What follows belongs to an exercise in optimizing a design on an open flow for small area; a production flow would make more cautious choices.
Function was checked by simulation only, so behaviour that the tests miss may differ from the original.
Power is estimated from default activity; no workload was simulated.

Setup of run 1:
==> flow/design.v <==
module pipeCpu #(
	parameter int imemDepth = 64,
	parameter int dmemDepth = 64
) (
	input logic clk,
	input logic rstN,
	input logic imemWrite,
	input logic [31:0] imemData,
	input logic run,
	output logic wbValid,
	output logic [4:0] wbIdx,
	output logic [31:0] wbData
);
	localparam int tagW = 7;
	localparam int insW = 29;
	localparam int slotW = tagW + 32;
	localparam logic [1:0] swpA = 2'd0;  
	localparam logic [1:0] swpB = 2'd1;  
	localparam logic [1:0] swpM = 2'd2;  
	logic [2:0] ph;  
	logic [6:0] loadPtr;  
	logic [6:0] pc;  
	logic act;  
	logic [1:0] swp;  
	logic rec;  
	logic lock;  
	logic [28:0] ir;
	logic [31:0] x;  
	logic [5:0] addr;  
	logic [8*slotW-1:0] head;  
	logic [8*slotW-1:0] tail;  
	logic [7:0] pend;  
	logic [7:0] loadIns, runIns;
	logic [7:0] m, laneOk, hi;
	logic [7:0] wrLane;
	logic [8*32-1:0] bufs;
	logic [2:0] myRow;
	logic start, sweeping, first, last, validRow, capt;
	logic [insW-1:0] fetchW;
	logic [4:0] rsE;
	logic [tagW-1:0] key;
	logic en;
	logic [31:0] sel;
	logic any;
	logic [tagW-1:0] recTag;
	logic [31:0] recData;
	logic [2:0] recLane;
	logic [2:0] cls, fn, aluOp;
	logic isR, rOk, isLw, isSw, zext, iAlu, writes, sub, lt;
	logic [4:0] dest;
	logic [31:0] xa, a, b, sum, res;
	logic [32:0] sumW;
	logic [3:0] tt;
	logic [31:0] resL;
	logic [insW-1:0] enc;  
	logic [5:0] o, f;
	logic [2:0] c, fc;
	always_comb
	begin
		o = imemData[31:26];
		f = imemData[5:0];
		case (o)
			6'h08: c = 3'd1;
			6'h0a: c = 3'd7;
			6'h0c: c = 3'd3;
			6'h0d: c = 3'd4;
			6'h0e: c = 3'd5;
			6'h23: c = 3'd2;
			6'h2b: c = 3'd6;
			default: c = 3'd0;
		endcase
		case (f)
			6'h20: fc = 3'd1;
			6'h22: fc = 3'd2;
			6'h24: fc = 3'd3;
			6'h25: fc = 3'd4;
			6'h26: fc = 3'd5;
			6'h27: fc = 3'd6;
			6'h2a: fc = 3'd7;
			default: fc = 3'd0;
		endcase
		enc = {c, imemData[25:3], c != 3'd0 ? imemData[2:0] : o == 6'h00 ? fc : 3'd0};
	end
	assign cls = ir[28:26];
	assign fn = ir[2:0];
	assign isR = cls == 3'd0;
	assign rOk = fn != 3'd0;
	assign isLw = cls == 3'd2;
	assign isSw = cls == 3'd6;
	assign iAlu = !isR && !isLw && !isSw;
	assign zext = cls == 3'd3 || cls == 3'd4 || cls == 3'd5;
	assign writes = (isR && rOk) || iAlu || isLw;
	assign dest = isR ? ir[15:11] : ir[20:16];
	assign aluOp = isR ? fn : cls;
	assign sub = aluOp == 3'd2 || aluOp == 3'd7;
	assign xa = capt ? sel : x;
	assign a = iAlu ? xa : x;
	assign b = isR ? sel : {zext ? 16'b0 : {16{ir[15]}}, ir[15:0]};
	assign sumW = {a, 1'b1} + {sub ? ~b : b, sub};
	assign sum = sumW[32:1];
	assign lt = (a[31] ^ b[31]) ? a[31] : sum[31];
	always_comb
	begin
		case (aluOp)
			3'd3: tt = 4'b1000;
			3'd4: tt = 4'b1110;
			3'd5: tt = 4'b0110;
			default: tt = 4'b0001;
		endcase
		for (int i = 0; i < 32; i++)
			resL[i] = tt[{a[i], b[i]}];
		if (aluOp >= 3'd3 && aluOp <= 3'd6)
			res = resL;
		else if (aluOp == 3'd7)
			res = {31'b0, lt};
		else
			res = sum;
	end
	assign recData = x;
	assign recTag = isSw ? {1'b1, addr} : {2'b00, writes ? dest : 5'd0};
	assign recLane = pc[2:0] - 3'd1;
	assign wbValid = rec && writes && dest != 5'd0;
	assign wbIdx = dest;
	assign wbData = recData;
	assign wrLane = imemWrite && !loadPtr[6] ? 8'(1) << loadPtr[2:0] : 8'd0;
	assign bufs[0 +: 32] = {3'b0, ir};
	assign bufs[32 +: 32] = x;
	for (genvar j = 0; j < 8; j++)
	begin : g_lane
		logic [8*slotW-1:0] st;  
		logic [2:0] row;
		assign row = ~((3'(j) < loadPtr[2:0]) ? loadPtr[5:3] : loadPtr[5:3] - 3'd1);
		assign loadIns[j] = pend[j] && ph == row;
		assign runIns[j] = rec && recLane == 3'(j);
		assign tail[j*slotW +: slotW] = st[7*slotW +: slotW];
		assign head[j*slotW +: 32] = runIns[j] ? recData : loadIns[j] ? bufs[j*32 +: 32] : st[7*slotW +: 32];
		assign head[j*slotW+32 +: tagW] = runIns[j] ? recTag : st[7*slotW+32 +: tagW];
		always_ff @(posedge clk)
		begin
			st <= {st[7*slotW-1:0], head[j*slotW +: slotW]};
			if (!rstN)
				pend[j] <= 1'b0;
			else if (wrLane[j])
				pend[j] <= 1'b1;
			else if (loadIns[j])
				pend[j] <= 1'b0;
		end
		if (j >= 2)
		begin : g_buf
			logic [insW-1:0] bufW;
			assign bufs[j*32 +: 32] = {3'b0, bufW};
			always_ff @(posedge clk)
				if (wrLane[j])
					bufW <= enc;
		end
	end
	always_comb
	begin
		fetchW = '0;
		for (int j = 0; j < 8; j++)
			fetchW = fetchW | ({insW{pc[2:0] == 3'(j)}} & tail[j*slotW +: insW]);
	end
	assign myRow = ~pc[5:3];
	assign start = !act && run && pc < loadPtr && pend == '0 && ph == myRow;
	assign sweeping = start || act;
	assign first = ph == myRow && (start || (act && swp != swpA));
	assign validRow = ph > myRow;
	assign last = act && ph + 3'd1 == myRow;
	assign rsE = start ? fetchW[25:21] : ir[25:21];
	assign key = (swp == swpM && !start) ? {1'b1, addr} :
		{2'b00, (swp == swpB && !start) ? ir[20:16] : rsE};
	assign en = sweeping && (swp == swpM && !start || key[4:0] != 5'd0);
	always_comb
	begin
		for (int j = 0; j < 8; j++)
		begin
			laneOk[j] = first ? 3'(j) < pc[2:0] : validRow;
			m[j] = en && laneOk[j] && head[j*slotW+32 +: tagW] == key;
		end
	end
	always_comb
	begin
		sel = '0;
		hi = '0;
		for (int j = 6; j >= 0; j--)
			hi[j] = hi[j + 1] | m[j + 1];
		for (int j = 0; j < 8; j++)
			sel = sel | ({32{m[j] && !hi[j]}} & head[j*slotW +: 32]);
	end
	assign any = m != '0;
	assign capt = sweeping && (any || last) && (first || !lock);
	always_ff @(posedge clk)
	begin
		if (start)
			ir <= fetchW;
		else if (wrLane[0])
			ir <= enc;
		if (wrLane[1])
			x <= {3'b0, enc};
		else if (last && swp == swpA && iAlu)
			x <= res;
		else if (capt)
			x <= (swp == swpB && !start && isR) ? res : sel;
		if (sweeping)
			lock <= any || (lock && !first);
		if (last && swp == swpA)
			addr <= xa[5:0] + ir[5:0];
		if (!rstN)
		begin
			ph <= '0;
			loadPtr <= '0;
			pc <= '0;
			act <= 1'b0;
			swp <= swpA;
			rec <= 1'b0;
		end
		else
		begin
			ph <= ph + 3'd1;
			if (imemWrite && !loadPtr[6])
				loadPtr <= loadPtr + 7'd1;
			rec <= 1'b0;
			if (start)
			begin
				act <= 1'b1;
				swp <= swpA;
			end
			if (last)
			begin
				if (swp == swpA && ((isR && rOk && ir[15:11] != 5'd0) || isSw))
					swp <= swpB;
				else if (swp == swpA && isLw && ir[20:16] != 5'd0)
					swp <= swpM;
				else
				begin
					act <= 1'b0;
					rec <= 1'b1;
					pc <= pc + 7'd1;
				end
			end
		end
	end
endmodule
clock: 10.0 ns
lec_check: 0
abc_area: 1
cap_margin: 20
core_margin: 2
core_utilization: 60
slew_margin: 20
standard.sh (not shown) runs the stock make flow with config.mk's settings and CLKGATE_MAP_FILE= SYNTH_SCRIPT=/design/flow/synth_recipe.tcl, a recipe that flattens the netlist after the stock synthesis.
==> flow/flow/run.sh <==
#!/bin/bash
# Standard layout with two changes: the clock tree is built from clkbuf_8
# leaf clusters without dummy balancing loads, and the port buffers are
# buf_1 cells. Everything else, synthesis included, is the standard flow.
set -e
export CTS_ARGS="-sink_clustering_enable -repair_clock_nets -buf_list sky130_fd_sc_hd__clkbuf_8 -sink_clustering_size 16 -sink_clustering_max_diameter 60 -dont_use_dummy_load"
export BUFFER_PORTS_ARGS="-buffer_cell sky130_fd_sc_hd__buf_1"
bash standard.sh > standard.log 2>&1
--- input diff run 1..run 2 ---
--- a/flow/design.v
+++ b/flow/design.v
@@ -29,13 +29,13 @@
 	logic [5:0] addr;  
 	logic [8*slotW-1:0] head;  
 	logic [8*slotW-1:0] tail;  
 	logic [7:0] pend;  
 	logic [7:0] loadIns, runIns;
 	logic [7:0] m, laneOk, hi;
-	logic [7:0] wrLane;
+	logic [7:0] wrLane, keep;
 	logic [8*32-1:0] bufs;
 	logic [2:0] myRow;
 	logic start, sweeping, first, last, validRow, capt;
 	logic [insW-1:0] fetchW;
 	logic [4:0] rsE;
 	logic [tagW-1:0] key;
@@ -48,12 +48,13 @@
 	logic [2:0] cls, fn, aluOp;
 	logic isR, rOk, isLw, isSw, zext, iAlu, writes, sub, lt;
 	logic [4:0] dest;
 	logic [31:0] xa, a, b, sum, res;
 	logic [32:0] sumW;
 	logic [3:0] tt;
+	logic aluR, aluI;
 	logic [31:0] resL;
 	logic [insW-1:0] enc;  
 	logic [5:0] o, f;
 	logic [2:0] c, fc;
 	always_comb
 	begin
@@ -92,27 +93,31 @@
 	assign writes = (isR && rOk) || iAlu || isLw;
 	assign dest = isR ? ir[15:11] : ir[20:16];
 	assign aluOp = isR ? fn : cls;
 	assign sub = aluOp == 3'd2 || aluOp == 3'd7;
 	assign xa = capt ? sel : x;
 	assign a = iAlu ? xa : x;
-	assign b = isR ? sel : {zext ? 16'b0 : {16{ir[15]}}, ir[15:0]};
+	assign aluR = swp == swpB && !start && isR;
+	assign aluI = last && swp == swpA && iAlu;
+	assign b = aluI ? {zext ? 16'b0 : {16{ir[15]}}, ir[15:0]} : sel;
 	assign sumW = {a, 1'b1} + {sub ? ~b : b, sub};
 	assign sum = sumW[32:1];
 	assign lt = (a[31] ^ b[31]) ? a[31] : sum[31];
 	always_comb
 	begin
-		case (aluOp)
+		if (!aluR && !aluI)
+			tt = 4'b1010;
+		else case (aluOp)
 			3'd3: tt = 4'b1000;
 			3'd4: tt = 4'b1110;
 			3'd5: tt = 4'b0110;
 			default: tt = 4'b0001;
 		endcase
 		for (int i = 0; i < 32; i++)
 			resL[i] = tt[{a[i], b[i]}];
-		if (aluOp >= 3'd3 && aluOp <= 3'd6)
+		if ((!aluR && !aluI) || (aluOp >= 3'd3 && aluOp <= 3'd6))
 			res = resL;
 		else if (aluOp == 3'd7)
 			res = {31'b0, lt};
 		else
 			res = sum;
 	end
@@ -130,13 +135,15 @@
 		logic [8*slotW-1:0] st;  
 		logic [2:0] row;
 		assign row = ~((3'(j) < loadPtr[2:0]) ? loadPtr[5:3] : loadPtr[5:3] - 3'd1);
 		assign loadIns[j] = pend[j] && ph == row;
 		assign runIns[j] = rec && recLane == 3'(j);
 		assign tail[j*slotW +: slotW] = st[7*slotW +: slotW];
-		assign head[j*slotW +: 32] = runIns[j] ? recData : loadIns[j] ? bufs[j*32 +: 32] : st[7*slotW +: 32];
+		assign keep[j] = !runIns[j] && !loadIns[j];
+		assign head[j*slotW +: 32] = ({32{runIns[j]}} & recData) |
+			({32{loadIns[j] && !runIns[j]}} & bufs[j*32 +: 32]) | ({32{keep[j]}} & st[7*slotW +: 32]);
 		assign head[j*slotW+32 +: tagW] = runIns[j] ? recTag : st[7*slotW+32 +: tagW];
 		always_ff @(posedge clk)
 		begin
 			st <= {st[7*slotW-1:0], head[j*slotW +: slotW]};
 			if (!rstN)
 				pend[j] <= 1'b0;
@@ -194,16 +201,14 @@
 		if (start)
 			ir <= fetchW;
 		else if (wrLane[0])
 			ir <= enc;
 		if (wrLane[1])
 			x <= {3'b0, enc};
-		else if (last && swp == swpA && iAlu)
+		else if (aluI || capt)
 			x <= res;
-		else if (capt)
-			x <= (swp == swpB && !start && isR) ? res : sel;
 		if (sweeping)
 			lock <= any || (lock && !first);
 		if (last && swp == swpA)
 			addr <= xa[5:0] + ir[5:0];
 		if (!rstN)
 		begin
- Comparing run 1 against run 2, there is no change at all in remaining global-route overflow.
- Going from run 1 to run 2, final critical delay including setup and external delays went down 78 ps; register fraction of the total cell area went up 0.84 points.
- Higher cell count after placement was reported by run 1, not run 2.
- Total chip power on run 2 is ahead of run 1.

[re-timing with driven ports]
Ports are ideal in the flow. The routed layouts listed here were re-timed in OpenROAD.
Step 1 sets driving cells, clkbuf_16 on the clock port and buf_2 on the other inputs (assumed; they add their load-dependent delay and slew).
Step 2 also shifts input and output timing later by t, the mid clock arrival at the registers, as if the neighbouring blocks saw the same clock.
a / b / c = ideal / step 1 / step 2; a / b = the first two.
| run | shift t [ns] | slack for setup (ns) | hold WS [ns] | latest minus earliest clock arrival (ns) | worst slew at a driven data input, ns |
|---|---|---|---|---|---|
| run 1 | 0.971 | 1.113 / 1.113 / 0.200 | 0.269 / 0.269 / 0.269 | 0.095 / 0.095 | 0.19 |
| run 2 | 0.958 | 1.191 / 1.191 / 0.392 | 0.254 / 0.254 / 0.254 | 0.146 / 0.145 | 0.07 |
After both steps setup and hold are still met in every run listed. For run 1, which loses most, drivers alone change the setup slack by 0.000 ns; drivers and shift together by -0.913 ns.
